This is an optimization exercise on Yosys and OpenROAD, whose aim is small area, a short achievable clock period and few clock cycles, not a production implementation. Function was not checked in any run shown here: the RTL went through the layout flow alone. Power is estimated from default activity; no workload was simulated.

## flow/design.v (module list and top-level ports; edited modules follow where they fit)
// module requant_argmax_pipe: 1308 lines
module requant_argmax_pipe #(
  parameter int ACC_W       = 25,
  parameter int OUT_W       = 8,
  parameter int MULT_W      = 16,
  parameter int SHIFT_W     = 5,
  parameter int NUM_CLASSES = 10,
  parameter int IDX_W       = $clog2(NUM_CLASSES)
) (
  input  logic                     clk,
  input  logic                     rst_n,
  input  logic                     cfg_load,
  input  logic signed [ACC_W-1:0]  cfg_bias,
  input  logic        [MULT_W-1:0] cfg_mult,
  input  logic       [SHIFT_W-1:0] cfg_shift,
  input  logic                     cfg_round,
  input  logic signed [OUT_W-1:0]  cfg_offset,
  input  logic signed [OUT_W-1:0]  cfg_min,
  input  logic signed [OUT_W-1:0]  cfg_max,
  output logic                     busy,
  input  logic                     in_valid,
  output logic                     in_ready,
  input  logic signed [ACC_W-1:0]  in_data,
  input  logic                     in_last,
  output logic                     out_valid,
  input  logic                     out_ready,
  output logic signed [OUT_W-1:0]  out_data,
  output logic                     out_last,
  output logic                     argmax_valid,
  output logic        [IDX_W-1:0]  argmax_idx,
  output logic signed [OUT_W-1:0]  argmax_val
);
  // ...
==> flow/flow/run.sh <==
#!/bin/bash
# The standard ORFS layout (standard.sh), with two changes to how it is
# made: repair_timing aims for 8.5 ns of setup slack at the design's clock
# period, and the port buffers are buf_2.
set -euo pipefail
bash standard.sh SETUP_SLACK_MARGIN=8.5 "BUFFER_PORTS_ARGS=-buffer_cell sky130_fd_sc_hd__buf_2" finish > standard_flow.log 2>&1
==> flow/standard.sh <==
#!/bin/bash
# synth_recipe.tcl (not shown) runs the flow's synth.tcl, then flattens the netlist and writes it again
# the make line also repeats each setting of config.mk as NAME=value (left out here)
make -C /OpenROAD-flow-scripts/flow DESIGN_CONFIG=/design/flow/config.mk WORK_HOME=/design/flow/orfs CLKGATE_MAP_FILE= SYNTH_SCRIPT=/design/flow/synth_recipe.tcl "${@:-finish}"
==> flow/config.mk <==
export PLATFORM = sky130hd
export DESIGN_NAME = requant_argmax_pipe
export DESIGN_NICKNAME = requant_argmax_pipe
export VERILOG_FILES = /design/flow/design.v
export SDC_FILE = /design/flow/constraint.sdc
export NUM_CORES = 4
export LEC_CHECK = 0
export CAP_MARGIN = 20
export CORE_MARGIN = 2
export CORE_UTILIZATION = 40
export SLEW_MARGIN = 20
==> flow/constraint.sdc <==
create_clock -name core_clock -period 12.0 [get_ports {clk}]
set_input_delay 2.4000 -clock core_clock [delete_from_list [all_inputs] [get_ports {clk}]]
set_output_delay 2.4000 -clock core_clock [all_outputs]
set_load 0.01 [all_outputs]
==> results.cfg, run 1 <==
[outcome]
status = finished clean

[power_and_ir_drop]
intPower_w = 0.003618

[synthesis]
synth_edf_count = 169
muxShareOfSynthArea = 0.03521
synth_top_cell_by_area = edfxtp_1

[layout]
antenna_cells = 0
multi_input_gates = 1982
fin_util = 0.4829
buffer_area_frac = 0.08385
regMostFlops = pa_q
multi_input_area_share = 0.5613
mostFrequentLayoutCell = inv_1

[timing]
rsz0062_at_grt = yes
tightest_slew_ns = 1.030
max_freq_ghz = 0.2554
setup_viol = 0
fin_worst_skew_ns = 0.01874
tns_ns = 0

[worst_hold_path]
hp-class = reg2reg

[setup_path]
rr_endpoint = u_q[8]
worstPathArrival_ns = 4.18
worstReg2RegStart = pb_q[2]
startpoint = pb_q[2]
cp_max_fo = 3

[global_route]
overflow = 0
busiest_layer = met2
antenna_found_initial = 2
grtUsageTotal = 0.2273
grt_use_met3 = 0.03525

[routing]
dr.pass1.iters = 6
vias_per_cell = 5.732
met1_length_mm = 33.80

[placement]
dpl.cell_count = 3557
==> inputs of run 2 (changes only) <==
--- a/flow/design.v
+++ b/flow/design.v
@@ -50,26 +50,24 @@
       btwo_d[i] = (mx[2*i+1] & ~mx[2*i] & ~(i == 0 ? 1'b0 : mx[2*i-1])) |
                   (~mx[2*i+1] & mx[2*i] & (i == 0 ? 1'b0 : mx[2*i-1]));
       bneg_d[i] = mx[2*i+1] & ~(mx[2*i] & (i == 0 ? 1'b0 : mx[2*i-1]));
     end
   end
   logic               run_q, rdy_q, busy_q;
   logic               hv_q, hl_q, kv_q, kl_q;
   logic signed [7:0]  hd_q, kd_q;
-  logic               vd_q, ld_q, vd_d;
   logic               vs_q, ls_q, vs_d;
   logic               vt_q, lt_q, vt_d;
   logic               vu_q, lu_q, vu_d;
   assign in_ready  = rdy_q;
   assign busy      = busy_q;
   assign out_valid = hv_q;
   assign out_data  = hd_q;
   assign out_last  = hl_q;
-  logic signed [24:0] d_q;
   logic signed [25:0] s_q;
   logic signed [25:0] s;
   logic        [41:0] pa, pb;
   logic        [8:0]  mul_one;
   logic        [7:0]  mul_two, mul_neg;
   assign s = s_q;
   assign mul_one = bone_q;
   assign mul_two = btwo_q;
@@ -1190,18 +1188,17 @@
     ld_head = pop || !hv_q;
     if (ld_head) begin
       hv_d = kv_q || push;
       kv_d = kv_q && push;
     end else begin
       hv_d = 1'b1;
       kv_d = kv_q || push;
     end
-    vd_d = run_q ? in_valid : vd_q;
-    vs_d = run_q ? vd_q : vs_q;
+    vs_d = run_q ? in_valid : vs_q;
     vt_d = run_q ? vs_q : vt_q;
     vu_d = run_q ? vt_q : vu_q;
     cfg_en = cfg_load && !busy_q && !in_valid;
   end
   always_ff @(posedge clk) begin
     if (!rst_n) begin
       bias_q   <= '0;
       bone_q   <= 9'd1;
@@ -1226,38 +1223,34 @@
   end
   always_ff @(posedge clk) begin
     if (!rst_n) begin
       run_q  <= 1'b1;
       rdy_q  <= 1'b1;
       busy_q <= 1'b0;
       hv_q   <= 1'b0;
       kv_q   <= 1'b0;
-      vd_q   <= 1'b0;
       vs_q   <= 1'b0;
       vt_q   <= 1'b0;
       vu_q   <= 1'b0;
     end else begin
       run_q  <= !kv_d;
       rdy_q  <= !kv_d;
-      busy_q <= hv_d || kv_d || vd_d || vs_d || vt_d || vu_d;
+      busy_q <= hv_d || kv_d || vs_d || vt_d || vu_d;
       hv_q   <= hv_d;
       kv_q   <= kv_d;
-      vd_q   <= vd_d;
       vs_q   <= vs_d;
       vt_q   <= vt_d;
       vu_q   <= vu_d;
     end
   end
   always_ff @(posedge clk) begin
     if (run_q) begin
-      ld_q <= in_last;
-      d_q <= in_data;
-      ls_q <= ld_q;
-      s_q <= d_q + bias_q;
+      ls_q <= in_last;
+      s_q <= in_data + bias_q;
       lt_q <= ls_q;
       pa_q <= pa;
       pb_q <= pb;
       lu_q <= lt_q;
       u_q <= u[10:0];
       fits_q <= fits_d;
       sgn_q <= p[41];
     end
==> results.cfg, run 2 <==
[outcome]
status = finished clean

[setup_path]
critical_path.endpoint = s_q[24]
start_kind = primary input
max_stage_delay_ns = 0.36
worstReg2RegStart = pa_q[11]
crit_type = in2reg
startpoint = in_data[0]
rr_endpoint = u_q[4]
path_cells = buf_6 -> ha_4 -> inv_2 -> fa_2 -> nor2b_2 -> o21ai_2 -> a211oi_4 -> o31ai_4 -> o211ai_1 -> a31o_2 -> nor2b_1 -> nor2_1 -> a21o_1 -> a21oi_2 -> xnor2_1
r2r_cells = 11
worstPathArrival_ns = 4.60
cp_slowest_cell = fa_2
cp_max_fo = 2
cp.required_ns = 12.30
r2r_slack_ns = 8.23
cp-end-kind = flop

[clock_network]
cts_tree = done
numClockSinks = 280
path_clk_slew_ns = 0.06
htree_levels = 2
clk_path_buf_depth = 3
root_buffer = clkbuf_16
cts_made_buffers = 35
clkLatencyLatePin_ns = 0.57

[synthesis]
synth_ff_type = edfxtp_1
syn_area_mm2 = 0.02592
syn_area_per_cell_um2 = 9.300
synth_async_sr_flop_share = 0
synthTopCellsByArea = edfxtp_1 17%, fa_1 13%, dfxtp_1 11%
synth_top_cell_by_area = edfxtp_1
synth_cell_types = 86
synth_edf_count = 143
yosysMostFrequentCell = nand2_1
synth_common_cells = 261 x nand2_1, 236 x inv_1, 209 x a22oi_1, 183 x xnor2_1, 172 x fa_1
ys_seq_elements = 280
ys_seq_area_frac = 0.2715
synth_top_area_frac = 0.1657
netlist_instances = 2787
synth_nets = 3227
yosysWarnings = 1

[layout]
drive_gt1_frac = 0.2190
mostFrequentLayoutCell = nand2_1
antenna_cells = 0
top_regs = pa_q (42), pb_q (41), s_q (26)
final_cells = 3800
final_nets = 3360
final_cell_mix = 257 x nand2_1, 234 x inv_1, 173 x xnor2_1
area_growth_pct = 20.70
regMostFlops = pa_q
largest_reg_flops = 42

[global_route]
overflow = 0
grt_use_met3 = 0.03374
antenna_found_initial = 0
busiest_layer = met2
grt_pass1_vias = 21650
use_met1 = 0.2929
grt_pass1_wl_mm = 119.8
use_met2 = 0.3746
grtUsageTotal = 0.2239
grt_max_degree = 103

[power_and_ir_drop]
seqPwrFrac = 0.229
p_total_w = 0.006207
power.density_mw_per_mm2 = 198.4
ir_drop_v = 0.0001255
p_leak_nw = 13.08
p_sw_w = 0.002704
power_frac_clock = 0.157
p_sw_frac = 0.4356
intPower_w = 0.003503
p_comb_frac = 0.614

[timing]
slew_headroom = 0.2752
tightest_slew_ns = 1.087
hold_slack_ns = 0.4184
setup_slack_ns = 7.699
tns_ns = 0
max_freq_ghz = 0.2325
period_needed_ns = 4.301
hold_violations = 0
fin_worst_skew_ns = 0.03765
setup_viol = 0
rsz0062_at_grt = yes
period_share = 0.3584
drv_slew = 0

[die]
core_mm2 = 0.06423
rows = 93
fp.dieW_um = 258.6
dieArea_mm2 = 0.06685
start_util = 0.4035
fp.dieH_um = 258.6
ioPinCount = 127

[job]
max-cap-violations = 0

[worst_hold_path]
hp-class = reg2reg

[routing]
ant_nets = 0
routed_wl_mm = 78.47
drcViolationCount = 0
dr.pass1.iters = 6
dr.first_iter.drc_count = 1742
vias_per_cell = 5.686
post_drt_wl_per_cell_um = 20.65
vias = 21610

[placement]
gp_congestion = 0.8940
pre_cts_ws_ns = 6.957
portBuffers = 126
dp_hpwl_mm = 52.21
dpl.cell_count = 3584
==> run 2: cell count changes after synthesis, moves of 18 or more <==
| cell | delta |
|---|---|
| a211oi_1 | -18 |
| a21oi_1 | -85 |
| nor2b_1 | +18 |
| nand2_1 | +19 |
| mux2_2 | -18 |
| a21boi_0 | +69 |
| o21ai_0 | +24 |
| mux2i_1 | +23 |
| edfxtp_1 | -26 |
==> run 2: how the worst min path moves through the flow <==
stage               from   end  slack [ns]  cells after the start
finish              ls_q  lt_q        0.42                      0
floorplan           ls_q  lt_q        0.40                      0
CTS                 ls_q  lt_q        0.42                      0
global route        ls_q  lt_q        0.43                      0
detailed placement  ls_q  lt_q        0.41                      0
global placement    lt_q  lu_q        0.40                      0
==> run 2: critical path, delay by kind of cell <==
family / cells / cell delay, ns
xor+xnor: 1 / 0.12
fa+ha+maj: 2 / 0.49
buf+inv: 2 / 0.11
simple gates: 3 / 0.32
compound gates: 7 / 1.16
==> run 2: power by group through the flow <==
stage	sequential (W)	clock [W]	combinational, W
global route	0.00144	0.00104	0.00417
global placement	0.00149	0	0.00304
finish	0.00142	0.000977	0.00381
CTS	0.00141	0.00100	0.00358
floorplan	0.00137	0	0.00231
detailed placement	0.00149	0	0.00308
==> run 2: area by class of cell <==
| cell class | count | area, µm² |
|---|---|---|
| clock inverters | 17 | 122.6 |
| fillers | 5881 | 32950 |
| clock buffers | 45 | 923.4 |
| well taps | 855 | 1070 |
| repair buffers | 312 | 2624 |
| inverters | 238 | 900.9 |
| multi-input cells | 2053 | 18580 |
| flip-flops and latches | 280 | 7063 |
==> run 2: stage by stage <==
stage | util | area [µm²]
after floorplan | - | 26050
after global placement | 0.4225 | 27140
after detailed placement | 0.4225 | 27140
after CTS | 0.4676 | 30030
after global routing | 0.4871 | 31290
final | 0.4871 | 31290
==> run 2: cell families (layout without fill, tap and decap cells) <==
family,after synthesis,in the layout,share of synthesized area
and+or+nand+nor,607,608,0.1110
adders and majority gates,338,338,0.2130
muxes,85,85,0.04079
DFF,280,280,0.2715
xor gates and xnor gates,306,306,0.1050
buffers and inverters,456,612,0.06710
AOI/OAI and AO/OA,715,716,0.1916
==> run 2: repair_timing <==
| item | 4_1_cts | 5_1_grt |
|---|---|---|
| buffers inserted | 106 | 37 |
| hold buffers | 0 | 0 |
| cloned | 2 | 9 |
| pin swaps | 61 | 100 |
| resized for setup | 188 | 171 |
| endpoints found under the setup margin | 100 | 125 |
==> run 2: metal layers <==
metal,wire [µm],share of wire,up-vias
met5,0,0,-
met4,3294,0.042,0
met3,5660,0.072,232
met2,36900,0.47,912
met1,32610,0.42,10470
li1,-,-,9993

[re-timing with driven ports]
How much do the figures lean on ideal ports? The routed layouts below were timed once more, with nothing changed but the port constraints.
Step 1 (the two cells are an assumption about what drives the block):
set clk [get_ports {clk}]
set_driving_cell -lib_cell sky130_fd_sc_hd__clkbuf_16 $clk
set_driving_cell -lib_cell sky130_fd_sc_hd__buf_2 [delete_from_list [all_inputs] $clk]
Step 2, shift: input delay + t, output delay - t, t = (earliest + latest rising clock arrival at the registers) / 2. This alone moves slack from input paths to output paths.
Three values: ideal, step 1, step 2; two values: the first two.
run	shift t [ns]	setup WS [ns]	worst slew at a driven data input, ns	pins driven straight from the clock port
run 1	0.615	8.085 / 8.085 / 8.045	0.08	1
run 2	0.609	7.699 / 7.695 / 7.087	0.07	1
After both steps setup and hold are still met in every run listed. The setup slack of run 2, which loses most, moves by -0.004 ns with the drivers and by -0.612 ns with both steps.
